This design comes from an exercise in tuning for a short achievable clock period and few clock cycles per item on the open sky130 flow, not from production work. The RTL was checked by simulation tests, not by an equivalence proof against the original design. Power figures rest on the tool's default switching activity, not on a simulated workload.

File: flow/run.sh
#!/bin/bash
# synth_recipe.tcl (not shown) runs the flow's synth.tcl, then flattens the netlist and writes it again
# the make line also repeats each setting of config.mk as NAME=value (left out here)
make -C /OpenROAD-flow-scripts/flow DESIGN_CONFIG=/design/flow/config.mk WORK_HOME=/design/flow/orfs CLKGATE_MAP_FILE= SYNTH_SCRIPT=/design/flow/synth_recipe.tcl finish
File: flow/config.mk
export PLATFORM = sky130hd
export DESIGN_NAME = cpu_top
export DESIGN_NICKNAME = cpu_top
export VERILOG_FILES = /design/flow/design.v
export SDC_FILE = /design/flow/constraint.sdc
export NUM_CORES = 4
export LEC_CHECK = 0
export ABC_CLOCK_PERIOD_IN_PS = 1200
export CAP_MARGIN = 20
export CORE_MARGIN = 2
export CORE_UTILIZATION = 35
export PLACE_DENSITY = 0.45
export SETUP_SLACK_MARGIN = 5
export SLEW_MARGIN = 20
File: flow/constraint.sdc
create_clock -name core_clock -period 8.0 [get_ports {clk}]
set_input_delay 1.6000 -clock core_clock [delete_from_list [all_inputs] [get_ports {clk}]]
set_output_delay 1.6000 -clock core_clock [all_outputs]
set_load 0.01 [all_outputs]
File: flow/design.v
package pipeline_pkg;
	localparam int data_width     = 32;
	localparam int reg_addr_width = 5;
	localparam logic [5:0] op_rtype = 6'h00;
	localparam logic [5:0] op_j     = 6'h02;
	localparam logic [5:0] op_beq   = 6'h04;
	localparam logic [5:0] op_bne   = 6'h05;
	localparam logic [5:0] op_addi  = 6'h08;
	localparam logic [5:0] op_andi  = 6'h0c;
	localparam logic [5:0] op_lw    = 6'h23;
	localparam logic [5:0] op_sw    = 6'h2b;
	localparam logic [5:0] fn_add = 6'h20;
	localparam logic [5:0] fn_sub = 6'h22;
	localparam logic [5:0] fn_and = 6'h24;
	localparam logic [5:0] fn_or  = 6'h25;
	localparam logic [5:0] fn_slt = 6'h2a;
	typedef logic [data_width-1:0]     word_t;
	typedef logic [reg_addr_width-1:0] reg_addr_t;
	typedef struct packed {
		logic [5:0] op;
		reg_addr_t  rs;
		reg_addr_t  rt;
		reg_addr_t  rd;
		logic [4:0] shamt;
		logic [5:0] funct;
	} r_fmt_t;
	typedef struct packed {
		logic [5:0]  op;
		reg_addr_t   rs;
		reg_addr_t   rt;
		logic [15:0] imm;
	} i_fmt_t;
	typedef struct packed {
		logic [5:0]  op;
		logic [25:0] target;
	} j_fmt_t;
	typedef union packed {
		r_fmt_t r_fmt;
		i_fmt_t i_fmt;
		j_fmt_t j_fmt;
	} instr_t;
	typedef enum logic [2:0] {
		mem_addr, compare, rtype, add_imm, and_imm
	} alu_class_t;
	typedef enum logic [2:0] {
		alu_add, alu_sub, alu_and, alu_or, alu_slt
	} alu_op_t;
	typedef enum logic [1:0] {
		from_reg, from_wb, from_mem
	} fwd_sel_t;
	typedef struct packed {
		logic       jump;
		logic       branch_eq;
		logic       branch_ne;
		logic       mem_read;
		logic       mem_write;
		logic       mem_to_reg;
		logic       reg_write;
		logic       reg_dst;  
		logic       alu_src;  
		alu_class_t alu_class;
	} ctrl_t;
	typedef struct packed {
		word_t  pc_plus4;
		instr_t instr;
	} if_id_t;
	typedef struct packed {
		ctrl_t     ctrl;
		word_t     pc_plus4;
		word_t     jump_target;
		word_t     rs_data;
		word_t     rt_data;
		word_t     imm_ext;  
		reg_addr_t rs;
		reg_addr_t rt;
		reg_addr_t rd;
	} id_ex_t;
	typedef struct packed {
		ctrl_t     ctrl;
		word_t     jump_target;
		word_t     branch_target;
		logic      zero;
		word_t     alu_result;
		word_t     store_data;
		reg_addr_t wr_addr;
	} ex_mem_t;
	typedef struct packed {
		logic      reg_write;
		logic      mem_to_reg;
		word_t     load_data;
		word_t     alu_result;
		reg_addr_t wr_addr;
	} mem_wb_t;
	typedef struct packed {
		logic  taken;
		word_t target;
	} redirect_t;
	typedef struct packed {
		word_t addr;
		word_t wdata;
		logic  write;
		logic  read;
	} dmem_req_t;
	typedef struct packed {
		logic      reg_write;
		reg_addr_t wr_addr;
		word_t     data;
	} wb_t;
endpackage
`timescale 1ns/1ps
module cpu_top (
	input  logic                    clk,
	input  logic                    reset,
	output pipeline_pkg::word_t     imem_addr,
	input  pipeline_pkg::instr_t    imem_data,
	output pipeline_pkg::dmem_req_t dmem_req,
	input  pipeline_pkg::word_t     dmem_rdata
);
	localparam int PN = 16;
	logic [31:0] pc, pc_next, o_pc;
	logic        d_valid;
	logic [31:0] d_ir;
	logic [31:0] d_pc4;
	logic        d_pred_r;
	logic [31:0] d_rs_oh, d_rt_oh;  
	logic [9:0]  d_ptag;
	logic        e_wr, e_load, e_store, e_beq, e_bne, e_pred;
	logic        e_sub, e_and, e_or, e_slt, e_add, e_neg;
	logic        e_fsd;
	logic [4:0]  e_dest;
	logic [31:0] e_a, e_b, e_sd, e_alt;
	logic        m_wr, m_load, m_store, o_load;
	logic [31:0] o_addr;
	logic [4:0]  m_dest;
	logic [31:0] m_r, m_sd;
	logic        w_wr;
	logic [4:0]  w_dest;
	logic [31:0] w_r;
	logic [31:0] rf [1:31];
	logic        stall, flush, fix, dredir;
	logic        e_back;
	logic        q_br, q_taken, q_back;
	logic [9:0]  q_ptag;
	logic [9:0]  e_ptag;
	logic [31:0] m_result;
	logic [31:0] fi, f_pc4, f_bt, f_jt;
	logic [6:0]  f_lo;
	logic [23:0] f_hi, f_hi_p, f_hi_m, f_bt_hi;
	logic        f_j, f_br, f_stat, f_pred;
	logic        p_back_ok, p_fwd_ok, p_last, p_loop_taken;
	logic [31:0] pc_base;
	logic        take_bt;
	logic [5:0]  p_tag   [PN];
	logic [3:0]  p_cnt   [PN];
	logic [3:0]  p_trip  [PN];
	logic        p_bv    [PN];
	logic        p_bp    [PN];
	logic        p_fv    [PN];
	logic        p_fp    [PN];
	logic        p_valid [PN];
	logic [3:0]  f_idx;
	logic [5:0]  f_tag;
	logic [3:0]  n_idx;
	logic [5:0]  n_tag;
	logic        n_back_ok, n_loop_taken, n_fwd_ok, n_last;
	logic        r_seq, r_back_ok, r_loop_taken, r_fwd_ok, r_last;
	logic [3:0]  u_idx;
	logic [5:0]  u_tag;
	logic        u_hit, u_bv;
	logic [3:0]  u_cnt, u_cnt1, u_ncnt, u_ntrip;
	logic        q_hit, q_bv;
	logic [3:0]  q_cnt, q_trip, r_idx;
	logic [5:0]  d_op, d_fn;
	logic [4:0]  d_rs, d_rt, d_rd, d_dest;
	logic        d_j, d_beq, d_bne, d_addi, d_andi, d_lw, d_sw, d_r;
	logic        d_use_rs, d_use_rt, d_wr, d_pred;
	logic [31:0] d_imm, d_bt, d_rsv, d_rtv;
	logic        f_use_rs, f_use_rt, f_r, stall_next;
	logic [31:0] a, b, sd, sum, res;
	logic        lt, eq, taken;
	logic [32:0] sum_c;
	assign fi        = imem_data;
	assign imem_addr = o_pc;
	assign f_pc4     = pc + 32'd4;
	assign f_j       = fi[31:26] == 6'h02;
	assign f_br      = fi[31:27] == 5'b00010;
	assign f_stat    = fi[26] ? (fi[25:21] != fi[20:16]) : (fi[25:21] == fi[20:16] || fi[15]);
	assign f_pred    = f_br && (fi[15] ? (p_back_ok ? p_loop_taken : f_stat)
		: (p_fwd_ok ? p_last : f_stat));
	assign f_lo      = {1'b0, pc[7:2]} + {1'b0, fi[5:0]} + 7'd1;
	assign f_hi      = pc[31:8];
	assign f_hi_p    = pc[31:8] + 24'd1;
	assign f_hi_m    = pc[31:8] - 24'd1;
	assign f_bt_hi   = fi[5] ? (f_lo[6] ? f_hi : f_hi_m) : (f_lo[6] ? f_hi_p : f_hi);
	assign f_bt      = {f_bt_hi, f_lo[5:0], 2'b00};
	assign f_jt      = {f_pc4[31:28], fi[25:0], 2'b00};
	assign pc_base = flush ? e_alt : fix ? d_bt : stall ? pc : f_j ? f_jt : f_pc4;
	assign take_bt = f_pred && !flush && !dredir && !stall;
	assign pc_next = take_bt ? f_bt : pc_base;
	always_ff @(posedge clk or posedge reset)
		if (reset)
			pc <= '0;
		else
			pc <= pc_next;
	always_ff @(posedge clk)
		if (reset)
			o_pc <= '0;
		else
			o_pc <= pc_next;
	always_ff @(posedge clk or posedge reset)
		if (reset)
			d_valid <= 1'b0;
		else if (flush || dredir)
			d_valid <= 1'b0;
		else if (!stall)
			d_valid <= 1'b1;
	always_ff @(posedge clk)
		if (!stall)
		begin
			d_ir     <= fi;
			d_rs_oh  <= 32'd1 << fi[25:21];
			d_rt_oh  <= 32'd1 << fi[20:16];
			d_pc4    <= f_pc4;
			d_pred_r <= f_pred;
			d_ptag   <= {f_tag, f_idx};
		end
	assign f_idx = pc[5:2];
	assign f_tag = {pc[27:26], pc[9:6]};
	assign n_idx = f_pc4[5:2];
	assign n_tag = {f_pc4[27:26], f_pc4[9:6]};
	always_comb
	begin
		n_back_ok    = 1'b0;
		n_loop_taken = 1'b0;
		n_fwd_ok     = 1'b0;
		n_last       = 1'b0;
		for (int i = 0; i < PN; i++)
			if (n_idx == 4'(i) && p_valid[i] && p_tag[i] == n_tag)
			begin
				n_back_ok    = n_back_ok | p_bv[i];
				n_loop_taken = n_loop_taken | p_bp[i];
				n_fwd_ok     = n_fwd_ok | p_fv[i];
				n_last       = n_last | p_fp[i];
			end
	end
	always_ff @(posedge clk or posedge reset)
		if (reset)
			r_seq <= 1'b0;
		else if (flush || dredir)
			r_seq <= 1'b0;
		else if (!stall)
			r_seq <= !f_j && !f_pred;
	always_ff @(posedge clk)
		if (!stall)
		begin
			r_back_ok    <= n_back_ok;
			r_loop_taken <= n_loop_taken;
			r_fwd_ok     <= n_fwd_ok;
			r_last       <= n_last;
		end
	assign p_back_ok    = r_seq && r_back_ok;
	assign p_loop_taken = r_loop_taken;
	assign p_fwd_ok     = r_seq && r_fwd_ok;
	assign p_last       = r_last;
	assign r_idx = e_ptag[3:0];
	always_ff @(posedge clk)
	begin
		q_hit  <= p_valid[r_idx] && p_tag[r_idx] == e_ptag[9:4];
		q_cnt  <= p_cnt[r_idx];
		q_trip <= p_trip[r_idx];
		q_bv   <= p_bv[r_idx];
	end
	assign u_idx   = q_ptag[3:0];
	assign u_tag   = q_ptag[9:4];
	assign u_hit   = q_hit;
	assign u_cnt   = u_hit ? q_cnt : 4'd0;
	assign u_cnt1  = (u_cnt == 4'd15) ? u_cnt : u_cnt + 4'd1;
	assign u_ncnt  = q_taken ? u_cnt1 : 4'd0;
	assign u_ntrip = q_taken ? q_trip : u_cnt1;
	assign u_bv    = q_taken ? (u_hit && q_bv) : u_cnt1 != 4'd15;
	always_ff @(posedge clk or posedge reset)
		if (reset)
			for (int i = 0; i < PN; i++)
				p_valid[i] <= 1'b0;
		else if (q_br)
			p_valid[u_idx] <= 1'b1;
	always_ff @(posedge clk)
		if (q_br)
		begin
			p_tag[u_idx] <= u_tag;
			if (q_back)
			begin
				p_cnt[u_idx]  <= u_ncnt;
				p_trip[u_idx] <= u_ntrip;
				p_bv[u_idx]   <= u_bv;
				p_bp[u_idx]   <= u_ncnt + 4'd1 != u_ntrip;
				if (!u_hit)
					p_fv[u_idx] <= 1'b0;
			end
			else
			begin
				if (!u_hit)
				begin
					p_cnt[u_idx] <= 4'd0;
					p_bv[u_idx]  <= 1'b0;
				end
				p_fp[u_idx] <= q_taken;
				p_fv[u_idx] <= 1'b1;
			end
		end
	assign d_op   = d_ir[31:26];
	assign d_rs   = d_ir[25:21];
	assign d_rt   = d_ir[20:16];
	assign d_rd   = d_ir[15:11];
	assign d_fn   = d_ir[5:0];
	assign d_j    = d_op == 6'h02;
	assign d_beq  = d_op == 6'h04;
	assign d_bne  = d_op == 6'h05;
	assign d_addi = d_op == 6'h08;
	assign d_andi = d_op == 6'h0c;
	assign d_lw   = d_op == 6'h23;
	assign d_sw   = d_op == 6'h2b;
	assign d_r    = !(d_j || d_beq || d_bne || d_addi || d_andi || d_lw || d_sw);
	assign d_imm  = {{16{d_ir[15]}}, d_ir[15:0]};
	assign d_bt   = d_pc4 + {d_imm[29:0], 2'b00};
	assign fix    = d_valid && d_pred_r && !(&d_ir[15:5] || !(|d_ir[15:5])) && !stall;
	assign dredir  = fix;
	assign d_pred = d_pred_r;
	assign d_use_rs = !d_j;
	assign d_use_rt = d_r || d_beq || d_bne;
	assign d_dest   = d_r ? d_rd : d_rt;
	assign d_wr     = (d_r || d_addi || d_andi || d_lw) && d_dest != 5'd0;
	function automatic logic [31:0] read_reg(input logic [4:0] a, input logic [31:0] oh);
		logic [31:0] r;
		r = 32'd0;
		for (int i = 1; i < 32; i++)
			r = r | ({32{oh[i]}} & rf[i]);
		if (m_wr && m_dest == a)
			read_reg = m_result;
		else if (w_wr && w_dest == a)
			read_reg = w_r;
		else
			read_reg = r;
	endfunction
	assign d_rsv = read_reg(d_rs, d_rs_oh);
	assign d_rtv = read_reg(d_rt, d_rt_oh);
	assign f_r        = !(fi[31:26] == 6'h02 || fi[31:27] == 5'b00010 || fi[31:26] == 6'h08 ||
		fi[31:26] == 6'h0c || fi[31:26] == 6'h23 || fi[31:26] == 6'h2b);
	assign f_use_rs   = fi[31:26] != 6'h02;
	assign f_use_rt   = f_r || fi[31:27] == 5'b00010;
	assign stall_next = !stall && !flush && !dredir && d_valid && d_lw && d_wr &&
		((f_use_rs && fi[25:21] == d_dest) || (f_use_rt && fi[20:16] == d_dest));
	always_ff @(posedge clk or posedge reset)
		if (reset)
			stall <= 1'b0;
		else
			stall <= stall_next;
	always_ff @(posedge clk or posedge reset)
		if (reset)
		begin
			e_wr    <= 1'b0;
			e_load  <= 1'b0;
			e_store <= 1'b0;
			e_beq   <= 1'b0;
			e_bne   <= 1'b0;
		end
		else if (flush || stall || !d_valid)
		begin
			e_wr    <= 1'b0;
			e_load  <= 1'b0;
			e_store <= 1'b0;
			e_beq   <= 1'b0;
			e_bne   <= 1'b0;
		end
		else
		begin
			e_wr    <= d_wr;
			e_load  <= d_lw;
			e_store <= d_sw;
			e_beq   <= d_beq;
			e_bne   <= d_bne;
		end
	always_ff @(posedge clk)
	begin
		e_pred <= d_pred;
		e_back <= d_ir[15];
		e_ptag <= d_ptag;
		e_sub  <= d_r && d_fn == 6'h22;
		e_and  <= (d_r && d_fn == 6'h24) || d_andi;
		e_or   <= d_r && d_fn == 6'h25;
		e_slt  <= d_r && d_fn == 6'h2a;
		e_add  <= !((d_r && (d_fn == 6'h22 || d_fn == 6'h24 || d_fn == 6'h25 || d_fn == 6'h2a)) || d_andi);
		e_fsd  <= d_sw && e_load && e_wr && e_dest == d_rt;
		e_dest <= d_dest;
		e_a    <= (e_wr && e_dest == d_rs) ? res : d_rsv;
		e_neg  <= d_r && (d_fn == 6'h22 || d_fn == 6'h2a);
		e_b    <= !d_use_rt ? d_imm : ((e_wr && e_dest == d_rt) ? res : d_rtv) ^
			{32{d_r && (d_fn == 6'h22 || d_fn == 6'h2a)}};
		e_sd   <= (e_wr && e_dest == d_rt) ? res : d_rtv;
		e_alt  <= d_pred ? d_pc4 : d_bt;
	end
	assign a   = e_a;
	assign b   = e_b;
	assign sd  = e_fsd ? dmem_rdata : e_sd;
	assign sum_c = {a, 1'b1} + {b, e_neg};
	assign sum   = sum_c[32:1];
	assign lt    = (a[31] == b[31]) ? a[31] : sum[31];
	assign res   = ({32{e_and}} & (a & b)) | ({32{e_or}} & (a | b)) | {31'd0, e_slt & lt} |
		({32{e_sub || e_add}} & sum);
	assign eq    = a == b;
	assign taken = (e_beq && eq) || (e_bne && !eq);
	assign flush = (e_beq || e_bne) && (taken != e_pred);
	always_ff @(posedge clk or posedge reset)
		if (reset)
			q_br <= 1'b0;
		else
			q_br <= e_beq || e_bne;
	always_ff @(posedge clk)
	begin
		q_taken <= taken;
		q_back  <= e_back;
		q_ptag  <= e_ptag;
	end
	always_ff @(posedge clk or posedge reset)
		if (reset)
		begin
			m_wr   <= 1'b0;
			m_load <= 1'b0;
		end
		else
		begin
			m_wr   <= e_wr;
			m_load <= e_load;
		end
	always_ff @(posedge clk)
		if (reset)
		begin
			o_load  <= 1'b0;
			m_store <= 1'b0;
			o_addr  <= '0;
		end
		else
		begin
			o_load  <= e_load;
			m_store <= e_store;
			o_addr  <= res;
		end
	always_ff @(posedge clk)
	begin
		m_dest <= e_dest;
		m_r    <= res;
		m_sd   <= sd;
	end
	assign dmem_req.addr  = o_addr;
	assign dmem_req.wdata = m_sd;
	assign dmem_req.write = m_store;
	assign dmem_req.read  = o_load;
	assign m_result       = m_load ? dmem_rdata : m_r;
	always_ff @(posedge clk or posedge reset)
		if (reset)
			w_wr <= 1'b0;
		else
			w_wr <= m_wr;
	always_ff @(posedge clk)
	begin
		w_dest <= m_dest;
		w_r    <= m_result;
	end
	always_ff @(posedge clk)
		for (int i = 1; i < 32; i++)
			if (w_wr && w_dest == 5'(i))
				rf[i] <= w_r;
endmodule
==> summary.txt, run 1 <==
Status
  • Outcome: timing/DRC/antenna clean

Placement
  • IO Port Bufs: 163
  • Routability-driven placement congestion ratio: 0.913
  • Post-placement cell area: 85,400 um^2
  • Placed wire-length estimate after detailed placement: ~210 mm
  • Placement Setup Slack: around 2.8 ns

Logic synthesis
  • Area share of the largest cell type after synthesis: 53.6%
  • Most used flip-flop cell after synthesis: sky130_fd_sc_hd__edfxtp_1
  • Most area-consuming cells after synthesis: sky130_fd_sc_hd__edfxtp_1, sky130_fd_sc_hd__dfxtp_1, sky130_fd_sc_hd__a221oi_1
  • Fraction of registers with async set or reset after synthesis: 3.28%
  • Top cells by count, synth: sky130_fd_sc_hd__edfxtp_1, sky130_fd_sc_hd__nor2_1, sky130_fd_sc_hd__dfxtp_1, sky130_fd_sc_hd__a22oi_1, sky130_fd_sc_hd__clkbuf_1
  • Syn_area_per_cell: 13.4 um^2
  • Register bit total from synthesis: between 1,500 and 2,000
  • Sequential share of the synthesized area: 64.2%
  • Synth area leader: sky130_fd_sc_hd__edfxtp_1
  • Mapped Cells: 5,928
  • Number of enable-type register cells in the synthesized netlist: 1,421
  • Synthesis Warnings: 3
  • Cell area after synthesis: 79,600 um^2
  • Library cell with the highest instance count after synthesis: sky130_fd_sc_hd__edfxtp_1
  • Distinct cell type count of the synthesized netlist: 92
  • Mapped Nets: 6,105

Routing
  • DR vias: 62,700
  • Post-route antenna net violation count: 0
  • Routed wire length: 381 mm
  • TritonRoute pass-1 iters: 13
  • Routed wirelength normalized by instance count: 40.0 um
  • Drt initial violations: between 10,000 and 15,000
  • Post-route DRC: 0
  • Ratio of routed vias to standard cells: 6.57

Floorplanning
  • Die Ht: 481 um
  • Die boundary width: between 400 and 500 um
  • Initial cell density of the core: 35.1%
  • Placeable core region: 227,000 um^2
  • Floorplan row count: 175
  • I/O pin count: 164
  • Total Die Area: 231,000 um^2

Global routing
  • Total routing resource utilization after global routing: 31.7%
  • Total grt overflow: 0
  • Initial antenna violation count: 19
  • Number of global-route vias before repair: 60,000
  • First-pass GRT wire length: 507 mm
  • Maximum number of pins on one net before global-route repair: 69

Critical path
  • Cells traversed along the worst timing path: buf_12 > inv_12 > ha_4 > inv_4 > fa_2 > a211oi_2 > o21bai_2 > a2111o_1 > buf_6 > o41ai_4 > xnor2_1 > o21ai_1 > a221o_1 > and2_1
  • CP Data Arrival Time: 4.28 ns
  • Worst-path maximum fanout: 3
  • Category of the critical setup timing path: primary input to register
  • Crit path capture type: register
  • Endpoint required time on the critical path: between 8 and 9 ns
  • Crit start category: primary input
  • Highest-delay cell along the critical path: sky130_fd_sc_hd__a2111o_1
  • Crit path largest cell delay: 0.46 ns

Clocking
  • Clock tree from TritonCTS: yes
  • CTS Buf Count: 198
  • Number of buffers inserted for hold repair after clock tree synthesis: 0
  • Total number of H-tree levels: 4
  • Clock sink count: 1,827
  • Clock-pin slew on the worst setup and hold paths: around 0.060 ns
  • Maximum buffer depth of the clock tree: 3
  • Clk Latency, worst-skew pair: 0.88 ns
  • Root Buffer: sky130_fd_sc_hd__clkbuf_16

Job
  • Max-capacitance violation count: 0

Power
  • Maximum ir drop on the vdd rail: 0.192 mV
  • Leakage Power: 0.0336 uW
  • Internal portion of total power: 21,100 uW
  • Switching portion of total power: 32.8%
  • Portion of total power attributed to combinational logic: 25.8%
  • Power share of the clock group: between 30% and 40%
  • Relative contribution of sequential cells to total power: 43.7%
  • Switching power: 10,300 uW
  • Pwr Density: 321 nW/um^2

Min path
  • Hold Path Class: register to register

Finish
  • Post-route core utilization: between 40% and 50%
  • Synth-to-layout area growth: 23.0%
  • # fillers: ~21,000
  • Net count, final: around 6,500
  • Cell area after layout: 97,900 um^2
  • Layout cells sized above 1: 25.2%

Timing
  • Achievable frequency: approximately 280 MHz
  • Post-Route Setup TNS: 0 ns
  • Period Utilization, post-route: between 40 and 50%
  • Final Slew Violations: 0
  • Least-Margin Pin Slew: 1.26 ns
  • Final hold violation count: 0
  • Post-layout worst setup margin: 4.47 ns
  • Count of final setup violators: 0
  • Clock period minus final worst setup slack: 3.53 ns
  • Max-slew headroom: 16.3%
  • Setup repair after global routing missed its margin: true
  • Worst Skew: 0.0337 ns
stage by stage:
step	instances	total power, uW	hold WS (ns)
floorplan	5928	17300	0.310
global placement	8899	20300	0.327
detailed placement	8900	20300	0.328
CTS	9437	30700	0.340
global route	9534	32500	0.340
finish	9541	31400	0.341
kinds of logic after synthesis:
logic type / count (synthesis) / synth area share, %
flops: 1827 / 64.2
compound gates: 1696 / 16.3
simple gates: 1284 / 8.25
buf+inv: 561 / 2.76
xor+xnor: 264 / 3.02
mux: 185 / 3.70
fa+ha+maj: 111 / 1.77
critical path, delay by kind of cell:
family	cells	cell delay, ns
xor+xnor	1	0.16
fa+ha+maj	2	0.52
buf+inv	4	0.36
compound gates	6	1.47
simple gates	1	0.16
path summary, 6_finish.rpt:
| path | end | slack [ns] | cells after the start | startpoint |
|---|---|---|---|---|
| setup reg to reg | o_pc[23] | 4.70 | 13 | pc[2] |
| max in group asynchronous | pc[5] | 5.99 | 4 | reset |
| setup / recovery | o_pc[23] | 4.47 | 14 | imem_data[0] |
| hold reg to reg | e_ptag[3] | 0.34 | 0 | d_ptag[3] |
| hold / removal | e_ptag[3] | 0.34 | 0 | d_ptag[3] |
| min in group asynchronous | m_load | 1.11 | 3 | reset |
routing by layer:
| layer | vias to the layer above | global-route usage [%] | share of wire (%) |
|---|---|---|---|
| met2 | 5109 | 47.3 | 43 |
| met3 | 1266 | 9.51 | 12 |
| met4 | 15 | 17.8 | 7.0 |
| met5 | - | 0 | 0.076 |
| met1 | 31700 | 41.1 | 38 |
| li1 | 24600 | - | - |
what timing repair did:
item | 4_1_cts | 5_1_grt
cloned | 6 | 5
buffers inserted | 157 | 90
pin swaps | 119 | 117
gates resized for setup | 996 | 349
setup endpoints to repair | 504 | 354
state kept, by name, indices dropped and copies added (netlist names), 31 cells and up:
name / flops
p_tag: 96
o_pc: 32
m_sd: 32
e_alt: 32
p_trip: 64
e_a: 32
d_pc4: 32
d_rt_oh: 31
p_cnt: 64
m_r: 32
pc: 32
rf: 992
w_r: 32
e_sd: 32
d_ir: 32
d_rs_oh: 31
o_addr: 32
e_b: 32
area by class of cell:
cell class / count / area [um^2] / share of cell area [%]
inverters: 157 / 623 / 0.636
multi-input cells: 3543 / 29700 / 30.3
flip-flops and latches: 1827 / 51300 / 52.4
clock buffers: 263 / 5440 / 5.56
diodes: 9 / 22.5 / 0.0230
repair buffers: 622 / 5860 / 5.99
well taps: 3009 / 3760 / 3.84
clock inverters: 111 / 1250 / 1.28
layout by cell type, fill, tap and decap left out, types with 28 or more instances in the layout:
master,n
sky130_fd_sc_hd__clkbuf_16,205
sky130_fd_sc_hd__inv_1,141
sky130_fd_sc_hd__dfxtp_1,267
sky130_fd_sc_hd__nand2_1,221
sky130_fd_sc_hd__edfxtp_1,1421
sky130_fd_sc_hd__dfxtp_2,59
sky130_fd_sc_hd__buf_2,87
sky130_fd_sc_hd__xor2_1,104
sky130_fd_sc_hd__clkbuf_1,44
sky130_fd_sc_hd__ha_1,61
sky130_fd_sc_hd__nand4_1,157
sky130_fd_sc_hd__nor3_2,28
sky130_fd_sc_hd__clkinv_2,41
sky130_fd_sc_hd__a21oi_1,136
sky130_fd_sc_hd__nor3_1,70
sky130_fd_sc_hd__buf_4,320
sky130_fd_sc_hd__o21ai_0,86
sky130_fd_sc_hd__a21o_1,40
sky130_fd_sc_hd__mux4_2,80
sky130_fd_sc_hd__and2_1,44
sky130_fd_sc_hd__a211oi_1,66
sky130_fd_sc_hd__nand3_1,120
sky130_fd_sc_hd__o21ai_1,35
sky130_fd_sc_hd__mux2_2,75
sky130_fd_sc_hd__a22o_1,303
sky130_fd_sc_hd__nor2_1,328
sky130_fd_sc_hd__xnor2_1,126
sky130_fd_sc_hd__buf_6,85
sky130_fd_sc_hd__a221oi_1,280
sky130_fd_sc_hd__clkdlybuf4s50_1,42
sky130_fd_sc_hd__ha_4,33
sky130_fd_sc_hd__a22oi_1,331
sky130_fd_sc_hd__buf_12,49
sky130_fd_sc_hd__nand2b_1,34
sky130_fd_sc_hd__nor2_4,38
sky130_fd_sc_hd__dfrtp_1,35
sky130_fd_sc_hd__a222oi_1,66
power by group through the flow:
| stage | registers (uW) | clock network [uW] | logic (uW) |
|---|---|---|---|
| after global placement | 13900 | 0 | 6330 |
| after CTS | 13700 | 9640 | 7340 |
| after floorplan | 13200 | 0 | 4140 |
| after detailed placement | 13900 | 0 | 6340 |
| final | 13700 | 9570 | 8110 |
| after global routing | 13900 | 10000 | 8560 |
Testbench counts, summed over its fixed seeds: cycles 56,863, instrs 53,381.
==> run 2, diff against run 1 <==
==> flow/flow/run.sh (new file) <==
#!/bin/bash
# The standard layout (standard.sh), with one change to synthesis: no
# ADDER_MAP_FILE, so Yosys leaves adders to ABC instead of extracting
# half/full-adder cells first. Registers and their names are unchanged.
set -e
export ADDER_MAP_FILE=
bash standard.sh > standard.log 2>&1
==> flow/standard.sh (new file) <==
#!/bin/bash
# synth_recipe.tcl (not shown) runs the flow's synth.tcl, then flattens the netlist and writes it again
# the make line also repeats each setting of config.mk as NAME=value (left out here)
make -C /OpenROAD-flow-scripts/flow DESIGN_CONFIG=/design/flow/config.mk WORK_HOME=/design/flow/orfs CLKGATE_MAP_FILE= SYNTH_SCRIPT=/design/flow/synth_recipe.tcl "${@:-finish}"
removed: flow/run.sh
==> summary.txt, run 2 <==
Timing
  • Max-slew headroom: between 15 and 20%
  • Count of final setup violators: 0
  • Setup repair after global routing missed its margin: true
  • Period Utilization, post-route: 40.5%
  • Final hold violation count: 0
  • Achievable frequency: 309 MHz
  • Worst Skew: about 0.032 ns
  • Post-Route Setup TNS: 0 ns
  • Clock period minus final worst setup slack: 3.24 ns
  • Final Slew Violations: 0
  • Tightest hold margin: 0.327 ns
  • Least-Margin Pin Slew: about 1.3 ns

Routing
  • DR vias: 63,600
  • Routed wire length: 389 mm
  • Ratio of routed vias to standard cells: 6.61
  • Post-route antenna net violation count: 0
  • Post-route DRC: 0
  • TritonRoute pass-1 iters: 10
  • Drt initial violations: approximately 11,000
  • Routed wirelength normalized by instance count: 40.4 um

Finish
  • Multi-input combinational cell area: roughly 30,000 um^2
  • Number of flip-flops in the largest register: 992
  • Non-Filler Instances: slightly below 10,000
  • # fillers: just over 20,000
  • Post-route core utilization: 43.9%
  • Most common cell after layout, fill and taps aside: sky130_fd_sc_hd__edfxtp_1
  • Cell area after layout: 98,800 um^2
  • Net count, final: 6,516
  • Sequential cell area: 51,300 um^2
  • Top Registers: rf x992, p_tag x96
  • Layout cells sized above 1: a little over a quarter
  • Top library cells by usage in the layout, fill and taps aside: sky130_fd_sc_hd__edfxtp_1, sky130_fd_sc_hd__buf_4, sky130_fd_sc_hd__nor2_1
  • Most flop-heavy register: rf
  • Synth-to-layout area growth: 24.8%

Critical path
  • Endpoint required time on the critical path: 8.73 ns
  • Endpoint of the worst register-to-register path: e_a[24]
  • Depth of the most critical reg-to-reg path: 8
  • Worst-path maximum fanout: 6
  • Category of the critical setup timing path: primary input to register
  • CP Data Arrival Time: 3.97 ns
  • Critical Path End: o_pc[18]
  • Reg-to-reg slack, setup: between 4 and 5 ns
  • Crit path capture type: register
  • Crit path from: imem_data[1]
  • Reg2reg start: d_rs_oh[6]
  • Crit start category: primary input

Placement
  • Post-Place Cells: 8,892
  • IO Port Bufs: ~160
  • Routability-driven placement congestion ratio: 0.909
  • Post-placement cell area: 85,200 um^2
  • Placed wire-length estimate after detailed placement: 218 mm

Logic synthesis
  • Post-synthesis compound-gate area fraction: 16.2%
  • Library cell with the highest instance count after synthesis: sky130_fd_sc_hd__edfxtp_1
  • Most used flip-flop cell after synthesis: sky130_fd_sc_hd__edfxtp_1
  • Area share of the largest cell type after synthesis: 53.9%
  • XOR/XNOR Fraction of Synth Area: between 4 and 5%
  • Register bit total from synthesis: 1,827
  • Number of enable-type register cells in the synthesized netlist: 1,421
  • Multiplexer fraction of the synthesized cell area: 3.61%
  • Fraction of the mapped netlist area in simple logic gates: 8.52%
  • Synthesis Warnings: 3
  • Mapped Nets: between 6,000 and 7,000
  • Mapped Cells: about 6,000
  • Synth area leader: sky130_fd_sc_hd__edfxtp_1
  • Combinational family with the most area after synthesis: compound AO/OA/AOI/OAI gates
  • Cell area after synthesis: 79,200 um^2
  • Fraction of registers with async set or reset after synthesis: between 3 and 4%
  • Most area-consuming cells after synthesis: sky130_fd_sc_hd__edfxtp_1, sky130_fd_sc_hd__dfxtp_1, sky130_fd_sc_hd__a221oi_1
  • Top cells by count, synth: sky130_fd_sc_hd__edfxtp_1, sky130_fd_sc_hd__nor2_1, sky130_fd_sc_hd__dfxtp_1, sky130_fd_sc_hd__clkbuf_1, sky130_fd_sc_hd__a221oi_1
  • Distinct cell type count of the synthesized netlist: 93
  • Area share of fa/ha/maj cells after synthesis: less than 1%
  • Syn_area_per_cell: 13.3 um^2
  • Sequential share of the synthesized area: 64.5%

Global routing
  • First-pass GRT wire length: 518 mm
  • Total grt overflow: 0
  • Initial antenna violation count: 19
  • Total routing resource utilization after global routing: 32.5%
  • Number of global-route vias before repair: 61,000
  • Maximum number of pins on one net before global-route repair: 66

Status
  • Outcome: timing/DRC/antenna clean

Floorplanning
  • I/O pin count: 164
  • Floorplan row count: approximately 170
  • Die Ht: 480 um
  • Die boundary width: 480 um
  • Placeable core region: between 200,000 and 250,000 um^2
  • Total Die Area: 230,000 um^2
  • Initial cell density of the core: 35.2%

Clocking
  • Root Buffer: sky130_fd_sc_hd__clkbuf_16
  • CTS Buf Count: 194
  • Clock-pin slew on the worst setup and hold paths: 0.06 ns
  • Maximum buffer depth of the clock tree: 3
  • Clock sink count: 1,827
  • Clock tree from TritonCTS: yes
  • Clk Latency, worst-skew pair: around 0.86 ns
  • Total number of H-tree levels: 4

Power
  • Leakage Power: 0.0335 uW
  • Maximum ir drop on the vdd rail: 0.204 mV
  • Pwr Density: ~310 nW/um^2

Min path
  • Hold Path Class: register to register

Job
  • Max-capacitance violation count: 0
==> run 2: cell types whose count changed after synthesis, moves of 23 or more <==
cell                       delta
sky130_fd_sc_hd__a21o_1      -34
sky130_fd_sc_hd__a221oi_1    +31
sky130_fd_sc_hd__a22oi_1     -40
sky130_fd_sc_hd__and3_1      +37
sky130_fd_sc_hd__ha_1       -108
sky130_fd_sc_hd__inv_1       -66
sky130_fd_sc_hd__nor2_1      +52
sky130_fd_sc_hd__o22ai_1     +23
sky130_fd_sc_hd__xnor2_1     +75
sky130_fd_sc_hd__xor2_1      +36
==> run 2: report_power, final <==
group | switching, uW | internal [uW] | leakage (uW)
sequential | 1680 | 12200 | 0.0167
clock | 4040 | 5350 | 0.00318
combinational | 4500 | 3340 | 0.0137
==> run 2: cell families after synthesis <==
logic type / count (synthesis)
xor+xnor: 375
simple gates: 1353
fa+ha+maj: 26
buf+inv: 533
compound gates: 1670
mux: 176
flops: 1827
==> run 2: timing repair <==
item	4_1_cts	5_1_grt
pin swaps	165	172
gates resized for setup	1069	366
setup endpoints to repair	369	274
hold buffers	0	0
cloned	16	12
buffers inserted	193	133
==> run 2: how the worst min path moves through the flow <==
stage	startpoint	to	slack, ns	cells after the start
finish	e_back	q_back	0.33	0
global route	d_ptag[2]	e_ptag[2]	0.34	0
CTS	e_back	q_back	0.33	0
detailed placement	e_back	q_back	0.31	0
global placement	e_back	q_back	0.32	0
floorplan	e_back	q_back	0.31	0
==> run 2: worst max-delay path, stage by stage <==
cell	delay [ns]
sky130_fd_sc_hd__buf_8	0.11
sky130_fd_sc_hd__o22ai_4	0.19
sky130_fd_sc_hd__a31oi_4	0.12
sky130_fd_sc_hd__maj3_2	0.38
sky130_fd_sc_hd__buf_6	0.15
sky130_fd_sc_hd__a21o_4	0.24
sky130_fd_sc_hd__a41oi_4	0.27
sky130_fd_sc_hd__buf_12	0.16
sky130_fd_sc_hd__nor2_4	0.04
sky130_fd_sc_hd__xor2_1	0.15
sky130_fd_sc_hd__a221oi_1	0.26
sky130_fd_sc_hd__o21ai_1	0.12
sky130_fd_sc_hd__and2_1	0.17
==> run 2: area by class of cell <==
type,instances,area share (%)
sequential,1827,51.9
inverter,88,0.348
timing repair buffer,726,6.94
tap,2992,3.79
antenna,11,0.0279
multi-input combinational,3613,30.4
clock inverter,92,1.06
clock buffer,276,5.53
==> run 2: per-layer routing <==
layer	track usage, %	part of all wire, %	routed length [um]
met1	42.7	38	148000
met3	9.69	12	48200
met5	0.311	0.063	244
met2	48.1	43	166000
met4	17.7	6.8	26500
==> run 2: stage by stage <==
| step | power, uW | setup WS [ns] |
|---|---|---|
| after floorplan | 17100 | 4.30 |
| after global placement | 19900 | 2.96 |
| after detailed placement | 19900 | 3.01 |
| after CTS | 30300 | 4.67 |
| after global routing | 32100 | 4.65 |
| final | 31100 | 4.76 |

==> separate check: timing with driven ports <==
How much do the figures lean on ideal ports? The routed layouts below were timed once more, with nothing changed but the port constraints.
Step 1 assumes that a clkbuf_16 drives the clock port and a buf_2 every other input.
Step 2 also shifts input and output timing later by t, the mid clock arrival at the registers, as if the neighbouring blocks saw the same clock.
Three values: no drivers, after step 1, after step 2; two values: the first two.
run	t, ns	slack for setup (ns)	slew at the worst register clock pin (ns)
run 1	0.949	4.470 / 4.508 / 3.560	0.07 / 0.07
run 2	0.939	4.762 / 4.778 / 3.872	0.07 / 0.07
After both steps setup and hold are still met in every run listed. For run 1, which loses most, drivers alone change the setup slack by +0.038 ns; drivers and shift together by -0.910 ns.
